From an optimization exercise on the open Yosys and OpenROAD flow, aimed at a short achievable clock period and few clock cycles per item; shortcuts taken in it are not production practice.
RTL that was checked went through simulation tests only; none was proved equivalent to the original.
Power figures rest on the tool's default switching activity, not on a simulated workload.

==> v1 <==
## lc4_core
module lc4_core (
  input  logic                   gwe,
  input  logic                   i_reset,
  output logic [16-1:0] o_imem_addr,
  input  logic [16-1:0] i_imem_data,
  output logic                   o_dmem_we,
  output logic [16-1:0] o_dmem_addr,
  output logic [16-1:0] o_dmem_wdata,
  input  logic [16-1:0] i_dmem_rdata,
  output logic                   o_trace_valid,
  output logic [16-1:0] o_trace_pc,
  output logic [16-1:0] o_trace_insn,
  output logic                   o_trace_rf_we,
  output logic [2:0]             o_trace_wsel,
  output logic [16-1:0] o_trace_wdata,
  output logic                   o_trace_nzp_we,
  output logic [2:0]             o_trace_nzp
);
  function automatic logic [2:0] nzp_z(input logic n, input logic z);
    nzp_z = {n, z, !n && !z};
  endfunction
  logic [15:0] pc_q;
  logic [15:0] pc_b;         
  logic [15:0] pc_o;         
  localparam int NB = 6;
  logic        btb_v   [NB];
  logic [15:0] btb_tag [NB];
  logic [15:0] btb_tgt [NB];
  logic [1:0]  btb_ctr [NB];
  logic [3:0]  btb_cnt [NB];    
  logic [3:0]  btb_trip[NB];    
  logic        btb_tv  [NB];    
  logic [2:0]  btb_ptr;
  logic        u_en;
  logic        u_taken;
  logic        u_jmp;
  logic [15:0] u_pc;
  logic [15:0] u_tgt;
  logic        fd_valid;
  logic [15:0] fd_pc;
  logic [15:0] fd_insn;
  logic        fd_pt;        
  logic        fd_hit;       
  logic [15:0] fd_pc1;
  logic [15:0] fd_tgt9;      
  logic [15:0] fd_tgt11;     
  typedef struct packed {
    logic jmp_any;    
    logic jmp;        
    logic br;         
    logic want;       
    logic sub;
    logic andop;
    logic ld;
    logic st;
    logic cnst;
    logic we;
    logic rt_re;
    logic rs_re;
  } dec_t;
  dec_t        fd_dec;
  logic [15:0] fd_rsv;       
  logic [15:0] fd_rtv;       
  logic [15:0] fd_rdv;
  logic        fd_aw, fd_at;   
  logic        fd_bw, fd_bt;
  logic        fd_cw, fd_ct;
  logic        dx_valid;
  logic [15:0] dx_pc;
  logic [15:0] dx_insn;
  logic [2:0]  dx_rd;
  logic        dx_we;        
  logic        dx_ld;
  logic        dx_sub;
  logic        dx_and;
  logic        dx_fwd_a;     
  logic        dx_fwd_b;     
  logic [15:0] dx_a;         
  logic [15:0] dx_b;         
  logic        dx_mwe;       
  logic [15:0] dx_addr;
  ...
==> flow/config.mk <==
export PLATFORM = sky130hd
export DESIGN_NAME = lc4_core
export DESIGN_NICKNAME = lc4_core
export VERILOG_FILES = /design/flow/design.v
export SDC_FILE = /design/flow/constraint.sdc
export NUM_CORES = 4
export LEC_CHECK = 0
export CAP_MARGIN = 20
export CORE_MARGIN = 2
export CORE_UTILIZATION = 40
export SETUP_SLACK_MARGIN = 4.8
export SLEW_MARGIN = 20
export SYNTH_HIERARCHICAL = 1
export TNS_END_PERCENT = 100
==> flow/constraint.sdc <==
create_clock -name core_clock -period 7.5 [get_ports {gwe}]
set_input_delay 1.5000 -clock core_clock [delete_from_list [all_inputs] [get_ports {gwe}]]
set_output_delay 1.5000 -clock core_clock [all_outputs]
set_load 0.01 [all_outputs]
run.sh (not shown) runs the stock make flow with config.mk's settings and CLKGATE_MAP_FILE= SYNTH_SCRIPT=/design/flow/synth_recipe.tcl, a recipe that flattens the netlist after the stock synthesis.
==> v36: changes against v1 <==
--- a/flow/design.v
+++ b/flow/design.v
@@ -288,27 +288,12 @@
   logic [15:0] fd_insn;
   logic        fd_pt;        
   logic        fd_hit;       
   logic [15:0] fd_pc1;
   logic [15:0] fd_tgt9;      
   logic [15:0] fd_tgt11;     
-  typedef struct packed {
-    logic jmp_any;    
-    logic jmp;        
-    logic br;         
-    logic want;       
-    logic sub;
-    logic andop;
-    logic ld;
-    logic st;
-    logic cnst;
-    logic we;
-    logic rt_re;
-    logic rs_re;
-  } dec_t;
-  dec_t        fd_dec;
   logic [15:0] fd_rsv;       
   logic [15:0] fd_rtv;       
   logic [15:0] fd_rdv;
   logic        fd_aw, fd_at;   
   logic        fd_bw, fd_bt;
   logic        fd_cw, fd_ct;
@@ -353,13 +338,12 @@
   always_ff @(posedge gwe) rst_q <= i_reset;
   logic        f_pt;
   logic        f_hit;
   logic [15:0] f_tgt;
   logic [15:0] pc_next;
   logic [15:0] f_tgt9, f_tgt11;
-  dec_t        f_dec;
   logic [15:0] f_pc1;
   logic [2:0]  f_rs, f_rt, f_rd;
   logic [15:0] d_a, d_b, d_c;
   logic [15:0] d_rs_val, d_rt_val;
   logic        x_mispred;
   logic [15:0] x_fix_pc;
@@ -368,34 +352,12 @@
   logic        d_stall;
   logic [15:0] x_a, x_b, x_sum, x_result;
   logic [2:0]  x_nzp;
   logic        x_taken;
   assign o_imem_addr = pc_o;
   assign f_pc1 = pc_q + 16'd1;
-  logic [3:0] f_op;
-  logic       f_add_rr, f_sub_rr, f_add_ri, f_and_rr, f_and_ri;
-  assign f_op     = i_imem_data[15:12];
-  assign f_add_rr = (f_op == 4'h1) && (i_imem_data[5:3] == 3'b000);
-  assign f_sub_rr = (f_op == 4'h1) && (i_imem_data[5:3] == 3'b010);
-  assign f_add_ri = (f_op == 4'h1) && i_imem_data[5];
-  assign f_and_rr = (f_op == 4'h5) && (i_imem_data[5:3] == 3'b000);
-  assign f_and_ri = (f_op == 4'h5) && i_imem_data[5];
-  always_comb begin
-    f_dec.jmp_any = (f_op == 4'hc) && i_imem_data[11];
-    f_dec.jmp     = f_dec.jmp_any && (i_imem_data[10:0] != 11'h000);
-    f_dec.br      = (f_op == 4'h0) && (i_imem_data[11:9] != 3'b000) && (i_imem_data[8:0] != 9'h000);
-    f_dec.want    = f_dec.jmp || (f_dec.br && i_imem_data[8]);
-    f_dec.sub     = f_sub_rr;
-    f_dec.andop   = f_and_rr || f_and_ri;
-    f_dec.ld      = (f_op == 4'h6);
-    f_dec.st      = (f_op == 4'h7);
-    f_dec.cnst    = (f_op == 4'h9);
-    f_dec.rt_re   = f_add_rr || f_sub_rr || f_and_rr;
-    f_dec.rs_re   = f_dec.rt_re || f_add_ri || f_and_ri || f_dec.ld || f_dec.st;
-    f_dec.we      = f_dec.rt_re || f_add_ri || f_and_ri || f_dec.ld || f_dec.cnst;
-  end
   lc4_ks16 u_tgt9 (.i_a(pc_q), .i_b({{7{i_imem_data[8]}}, i_imem_data[8:0]}), .i_c(1'b1),
                    .o_s(f_tgt9));
   lc4_ks16 u_tgt11 (.i_a(pc_q), .i_b({{5{i_imem_data[10]}}, i_imem_data[10:0]}), .i_c(1'b1),
                     .o_s(f_tgt11));
   assign f_rs = i_imem_data[8:6];
   assign f_rt = i_imem_data[2:0];
@@ -439,13 +401,12 @@
       fd_insn  <= i_imem_data;
       fd_pt    <= f_pt;
       fd_hit   <= f_hit;
       fd_pc1   <= f_pc1;
       fd_tgt9  <= f_tgt9;
       fd_tgt11 <= f_tgt11;
-      fd_dec   <= f_dec;
     end
   end
   always_ff @(posedge gwe) begin
     if (d_stall) begin
       fd_rsv <= d_a;
       fd_rtv <= d_b;
@@ -512,29 +473,36 @@
             btb_cnt[i]  <= 4'd0;
           end
         end
       end
     end
   end
-  logic        d_jmp_any;
-  logic        d_sub_rr;
+  logic [3:0]  d_op;
+  logic        d_br_any, d_jmp_any;
+  logic        d_add_rr, d_sub_rr, d_add_ri, d_and_rr, d_and_ri;
   logic        d_ld, d_st, d_const;
   logic        d_we, d_rs_re, d_rt_re;
   logic [2:0]  d_rs, d_rt, d_rd;
   logic [15:0] d_imm;
   logic        d_br, d_jmp;
   logic        d_want;
   logic [15:0] d_pc1, d_target, d_addr;
-  assign d_jmp_any = fd_dec.jmp_any;
-  assign d_sub_rr  = fd_dec.sub;
-  assign d_ld      = fd_dec.ld;
-  assign d_st      = fd_dec.st;
-  assign d_const   = fd_dec.cnst;
-  assign d_we      = fd_dec.we;
-  assign d_rt_re   = fd_dec.rt_re;
-  assign d_rs_re   = fd_dec.rs_re;
+  assign d_op      = fd_insn[15:12];
+  assign d_br_any  = (d_op == 4'h0);
+  assign d_jmp_any = (d_op == 4'hc) && fd_insn[11];
+  assign d_add_rr  = (d_op == 4'h1) && (fd_insn[5:3] == 3'b000);
+  assign d_sub_rr  = (d_op == 4'h1) && (fd_insn[5:3] == 3'b010);
+  assign d_add_ri  = (d_op == 4'h1) && fd_insn[5];
+  assign d_and_rr  = (d_op == 4'h5) && (fd_insn[5:3] == 3'b000);
+  assign d_and_ri  = (d_op == 4'h5) && fd_insn[5];
+  assign d_ld      = (d_op == 4'h6);
+  assign d_st      = (d_op == 4'h7);
+  assign d_const   = (d_op == 4'h9);
+  assign d_we      = d_add_rr || d_sub_rr || d_add_ri || d_and_rr || d_and_ri || d_ld || d_const;
+  assign d_rt_re   = d_add_rr || d_sub_rr || d_and_rr;
+  assign d_rs_re   = d_rt_re || d_add_ri || d_and_ri || d_ld || d_st;
   assign d_rd      = fd_insn[11:9];
   assign d_rs      = fd_insn[8:6];
   assign d_rt      = d_st ? fd_insn[11:9] : fd_insn[2:0];
   always_comb begin
     if (d_const)           d_imm = {{7{fd_insn[8]}}, fd_insn[8:0]};
     else if (d_ld || d_st) d_imm = {{10{fd_insn[5]}}, fd_insn[5:0]};
@@ -546,21 +514,21 @@
     d_c = fd_cw ? w_res : (fd_ct ? t_res : fd_rdv);
   end
   assign d_rs_val = d_a;
   assign d_rt_val = d_st ? d_c : d_b;
   assign d_stall = fd_valid && dx_we &&
                    (((d_ld || d_st) && (dx_rd == d_rs)) || (d_st && (dx_rd == fd_insn[11:9])));
-  assign d_br   = fd_dec.br;
-  assign d_jmp  = fd_dec.jmp;
+  assign d_br   = d_br_any && (fd_insn[11:9] != 3'b000) && (fd_insn[8:0] != 9'h000);
+  assign d_jmp  = d_jmp_any && (fd_insn[10:0] != 11'h000);
   assign d_pc1    = fd_pc1;
   assign d_target = d_jmp_any ? fd_tgt11 : fd_tgt9;
   logic d_btb_good, d_known, d_taken, d_pt;
   assign d_btb_good = fd_pt;
   assign d_known    = !dx_we;
   assign d_taken    = |(fd_insn[11:9] & x_nzp);
-  assign d_want     = fd_dec.want;
+  assign d_want     = d_jmp || (d_br && fd_insn[8]);
   assign d_pt       = (d_br && d_known) ? d_taken : (fd_hit ? fd_pt : d_want);
   assign d_redir    = fd_valid && !d_stall && (d_pt ? !d_btb_good : fd_pt);
   assign d_redir_pc = d_pt ? d_target : d_pc1;
   lc4_ks16 u_agu (.i_a(d_rs_val), .i_b({{10{fd_insn[5]}}, fd_insn[5:0]}), .i_c(1'b0), .o_s(d_addr));
   always_ff @(posedge gwe) begin
     if (rst_q) begin
@@ -578,13 +546,13 @@
   always_ff @(posedge gwe) begin
     dx_pc     <= fd_pc;
     dx_insn   <= fd_insn;
     dx_rd     <= d_rd;
     dx_ld     <= d_ld;
     dx_sub    <= d_sub_rr;
-    dx_and    <= fd_dec.andop;
+    dx_and    <= d_and_rr || d_and_ri;
     dx_fwd_a  <= dx_we && d_rs_re && (dx_rd == d_rs);
     dx_fwd_b  <= dx_we && d_rt_re && (dx_rd == d_rt);
     dx_a      <= d_const ? 16'h0000 : d_rs_val;
     dx_b      <= (d_rt_re ? d_rt_val : d_imm) ^ {16{d_sub_rr}};
     dx_addr   <= d_addr;
     dx_wdata  <= d_rt_val;
--- a/flow/config.mk
+++ b/flow/config.mk
@@ -5,10 +5,10 @@
 export SDC_FILE = /design/flow/constraint.sdc
 export NUM_CORES = 4
 export LEC_CHECK = 0
 export CAP_MARGIN = 20
 export CORE_MARGIN = 2
 export CORE_UTILIZATION = 40
-export SETUP_SLACK_MARGIN = 4.8
+export SETUP_SLACK_MARGIN = 4.9
 export SLEW_MARGIN = 20
 export SYNTH_HIERARCHICAL = 1
 export TNS_END_PERCENT = 100
==> comparison <==
In v1 the sequential share of layout area is higher than in v36, by 2.2 points. Against v1, the critical path depth of v36 is lower by 7. In v1 the global-route usage is lower than in v36, by 0.90 points. Against v1, the cell area of v36 is larger by about 4%. Clock skew: v36 is lower than v1 (0.026 ns).
==> figures <==
item	v1	v36
Outcome	timing/DRC/antenna clean	timing/DRC/antenna clean
Slew margin rel.	32.2%	28.4%
Clock skew after layout	0.0473 ns	0.0208 ns
Post-CTS Setup Repair Bufs	83	99
RePlAce Congestion	0.884	0.879
Post-synthesis cell area	0.0398 mm2	0.0396 mm2
Inverters	118	95
Die Footprint	0.102 mm2	0.101 mm2
Cts bufs inserted	93	92
IR Drop Worst-Case VDD	0.158 mV	0.212 mV
Combined buffer and inverter count along the critical path	4	1
Testbench counts of v36, summed over its fixed seeds: cycles 22,110, insns 20,801.
For v1, only the layout was checked, not whether the RTL still works.

==> afterwards: timing with drivers on the ports <==
The results above use ideal ports. As a check the final layouts listed here were re-extracted and re-timed, cells and wires unchanged.
Step 1 assumes that a clkbuf_16 drives the clock port and a buf_2 every other input.
Step 2 also shifts input and output timing later by t, the mid clock arrival at the registers, as if the neighbouring blocks saw the same clock.
a / b / c = ideal / step 1 / step 2; a / b = the first two.
| run | t, ns | setup WS [ns] | hold WS [ns] | worst setup path after step 2 | latest minus earliest clock arrival (ns) |
|---|---|---|---|---|---|
| v1 | 0.742 | 4.709 / 4.709 / 4.179 | 0.314 / 0.314 / 0.314 | input to register | 0.049 / 0.049 |
| v36 | 0.738 | 4.806 / 4.737 / 4.203 | 0.325 / 0.325 / 0.325 | input to register | 0.021 / 0.021 |
After both steps every run listed still meets setup and hold. The setup slack of v36, which loses most, moves by -0.069 ns with the drivers and by -0.603 ns with both steps.
